This is an optimization exercise on Yosys and OpenROAD, whose aim is small area, a short achievable clock period and few clock cycles per item, not a production implementation.
RTL that was checked went through simulation tests only; none was proved equivalent to the original.
No activity file was given, so power comes from the tool's default toggle rates.

==> flow/design.v (excerpt) <==
module ex_top #(
    parameter int LANES = 1
) (
    input  wire logic                           clk,
    input  wire logic                           rst_n,
    input  wire logic                           in_valid,
    output logic                                in_ready,
    input  wire logic [4:0]                     op,   
    input  wire logic [ex_pkg::DATA_WIDTH-1:0]  rs1_data,
    input  wire logic [ex_pkg::DATA_WIDTH-1:0]  rs2_data,
    input  wire logic [ex_pkg::DATA_WIDTH-1:0]  pc,
    input  wire logic [ex_pkg::DATA_WIDTH-1:0]  imm,
    input  wire logic                           sel_pc,
    input  wire logic                           sel_imm,
    output logic                                out_valid,
    input  wire logic                           out_ready,
    output logic      [ex_pkg::DATA_WIDTH-1:0]  result,
    output logic                                branch_taken,
    output logic      [ex_pkg::DATA_WIDTH-1:0]  branch_target
);
Size in the first run: roughly 4800 cells after synthesis, roughly 290 flip-flops, roughly 210 I/O pins.
Settings: LEC_CHECK=0, CAP_MARGIN=20, CORE_MARGIN=2, CORE_UTILIZATION=40, PLACE_DENSITY=0.6, SETUP_SLACK_MARGIN=5, SLEW_MARGIN=20; clock period 12.0 ns.
run.sh (not shown) runs the stock make flow with config.mk's settings and CLKGATE_MAP_FILE= SYNTH_SCRIPT=/design/flow/synth_recipe.tcl, a recipe that flattens the netlist after the stock synthesis.
Change:
==> flow/flow/run.sh (new file) <==
#!/bin/bash
set -e
cp config.mk config.orig.mk
sed -i '/SETUP_SLACK_MARGIN/d' config.mk
echo "export SETUP_SLACK_MARGIN = ${MARGIN:-7}" >> config.mk
cp standard.sh standard.copy.sh
bash standard.sh > standard.log 2>&1
==> flow/standard.sh (new file) <==
#!/bin/bash
# synth_recipe.tcl (not shown) runs the flow's synth.tcl, then flattens the netlist and writes it again
# the make line also repeats each setting of config.mk as NAME=value (left out here)
make -C /OpenROAD-flow-scripts/flow DESIGN_CONFIG=/design/flow/config.mk WORK_HOME=/design/flow/orfs CLKGATE_MAP_FILE= SYNTH_SCRIPT=/design/flow/synth_recipe.tcl "${@:-finish}"
--- a/flow/config.mk
+++ b/flow/config.mk
@@ -11,3 +11,3 @@
 export PLACE_DENSITY = 0.6
-export SETUP_SLACK_MARGIN = 5
 export SLEW_MARGIN = 20
+export SETUP_SLACK_MARGIN = 7
removed: flow/run.sh
The new run completed without violations. Final area goes up by 8.4%. Cell count climbs by 3.2%. Total power climbs by 7.9%. Synthesized cell count is unchanged. Via count grows by 3.6%. Hold slack got worse by 4.5 ps. Sequential share of layout area shrinks by 1.5 points. Setup slack gains 1400 ps.
No functional check of the RTL was part of any run of this note.

* * *

Another version of the RTL of ex_top (not shown whole).
Size: roughly 4900 cells after synthesis, ~310 flip-flops, roughly 210 I/O pins.
Settings: LEC_CHECK=0, CAP_MARGIN=20, CORE_MARGIN=2, CORE_UTILIZATION=40, PLACE_DENSITY=0.6, SLEW_MARGIN=20, SETUP_SLACK_MARGIN=7; clock period 12.0 ns.
standard.sh (not shown) runs the stock make flow with config.mk's settings and CLKGATE_MAP_FILE= SYNTH_SCRIPT=/design/flow/synth_recipe.tcl, a recipe that flattens the netlist after the stock synthesis.
==> flow/flow/run.sh <==
#!/bin/bash
set -e
cp config.mk config.orig.mk
sed -i '/SETUP_SLACK_MARGIN/d' config.mk
echo "export SETUP_SLACK_MARGIN = ${MARGIN:-7}" >> config.mk
cp standard.sh standard.copy.sh
bash standard.sh > standard.log 2>&1
Then changed:
CORE_UTILIZATION = 60   (was 40)
PLACE_DENSITY = 0.75   (was 0.6)
- wire length goes down by a few percent
- synthesized area is unchanged
- worst hold slack is better by 0.016 ns
- synthesized cell count stays the same
- count of clock-buffer cells in the layout goes down by 5
- core utilization goes up by 22 points
- worst setup slack is worse by 0.055 ns
- sequential power is about the same
- global-route usage goes up by 15 points
- final area goes down slightly
No run of this note included a check of the RTL's function; only the layout flow was run.

* * *

## run A
Another version of the RTL of ex_top (not shown whole).
Size in the first run: roughly 4700 cells after synthesis, roughly 300 flip-flops, roughly 210 I/O pins.
==> flow/config.mk <==
export PLATFORM = sky130hd
export DESIGN_NAME = ex_top
export DESIGN_NICKNAME = ex_top
export VERILOG_FILES = /design/flow/design.v
export SDC_FILE = /design/flow/constraint.sdc
export NUM_CORES = 4
export LEC_CHECK = 0
export CAP_MARGIN = 20
export CORE_MARGIN = 2
export CORE_UTILIZATION = 40
export PLACE_DENSITY = 0.6
export SLEW_MARGIN = 20
export SETUP_SLACK_MARGIN = 7.75
==> flow/constraint.sdc <==
create_clock -name core_clock -period 12.0 [get_ports {clk}]
set_input_delay 2.4000 -clock core_clock [delete_from_list [all_inputs] [get_ports {clk}]]
set_output_delay 2.4000 -clock core_clock [all_outputs]
set_load 0.01 [all_outputs]
==> flow/flow/run.sh <==
#!/bin/bash
set -e
cp config.mk config.orig.mk
sed -i '/SETUP_SLACK_MARGIN/d' config.mk
echo "export SETUP_SLACK_MARGIN = ${MARGIN:-7.75}" >> config.mk
cp standard.sh standard.copy.sh
bash standard.sh > standard.log 2>&1
Testbench counts of run A, summed over its fixed seeds: cycles 140,196, items 80,000.
Modified inputs, run B compared to run A
Settings: SETUP_SLACK_MARGIN changed from 7.75 to 7.
==> flow/flow/run.sh <==
#!/bin/bash
set -e
cp config.mk config.orig.mk
sed -i '/SETUP_SLACK_MARGIN/d' config.mk
echo "export SETUP_SLACK_MARGIN = ${MARGIN:-7}" >> config.mk
cp standard.sh standard.copy.sh
bash standard.sh > standard.log 2>&1
==> results.txt <==
Cell count: run B lower than run A
In run B the utilization turned out 4.0 points lower than in run A.
[compare] base=run A new=run B: detailed-route vias per instance decreased 1.8%, relative area change from synthesis to final layout decreased 9.9 points, worst-case reg-to-reg path depth decreased 11, first-iteration DRC count decreased 836.
Diff run A and run B: slew at the pin closest to its max-slew limit lower in run A
For the global-route wire length before repair, run B came in 4700 um lower than run A did.
From run A to run B the numbers moved as follows: final clock period utilization by the worst path increased by 2.2 points relative to the old numbers, clock network fraction of design power increased by 1.0 points relative to the old numbers, routability congestion estimate decreased by 0.056 relative to the old numbers.
Setup changes, run B to run C
Settings: SETUP_SLACK_MARGIN changed from 7 to 7.5.
==> flow/flow/run.sh <==
#!/bin/bash
set -e
cp config.mk config.orig.mk
sed -i '/SETUP_SLACK_MARGIN/d' config.mk
echo "export SETUP_SLACK_MARGIN = ${MARGIN:-7.5}" >> config.mk
cp standard.sh standard.copy.sh
bash standard.sh > standard.log 2>&1
--- outcome ---
The setup slack of the critical path after layout in run C was higher than what run B gave.
Final area was higher in run C than in run B.
Run B → run C: worst hold margin shows an increase of 0.0034 ns, die area comparable.
The launching element of the worst setup path comes out x_a[19] in one run and x_b[0] in the other, namely in run C and run B respectively.

[what the ideal ports hide]
The flow's constraints put no driver on any port. The routed layouts listed below were extracted and timed again, unchanged, in two steps.
Step 1 (the two cells are an assumption about what drives the block):
set clk [get_ports {clk}]
set_driving_cell -lib_cell sky130_fd_sc_hd__clkbuf_16 $clk
set_driving_cell -lib_cell sky130_fd_sc_hd__buf_2 [delete_from_list [all_inputs] $clk]
Step 2 also shifts input and output timing later by t, the mid clock arrival at the registers, as if the neighbouring blocks saw the same clock.
Three values: ideal ports, drivers, drivers and shift; two values: the first two.
run | shift t [ns] | setup WS [ns] | worst register clock-pin slew, ns
the first run of note 1 | 0.698 | 5.338 / 5.338 / 5.338 | 0.07 / 0.07
the second run of note 1 | 0.690 | 6.749 / 6.749 / 6.610 | 0.08 / 0.08
the first run of note 2 | 0.701 | 6.965 / 6.965 / 6.542 | 0.07 / 0.07
the second run of note 2 | 0.670 | 6.910 / 6.910 / 6.475 | 0.07 / 0.07
run A | 0.654 | 7.244 / 7.244 / 6.797 | 0.08 / 0.08
run B | 0.676 | 6.977 / 6.977 / 6.395 | 0.07 / 0.07
run C | 0.659 | 7.273 / 7.273 / 6.825 | 0.08 / 0.08
After both steps every run listed still meets setup and hold. The setup slack of run B, which loses most, moves by 0.000 ns with the drivers and by -0.582 ns with both steps.
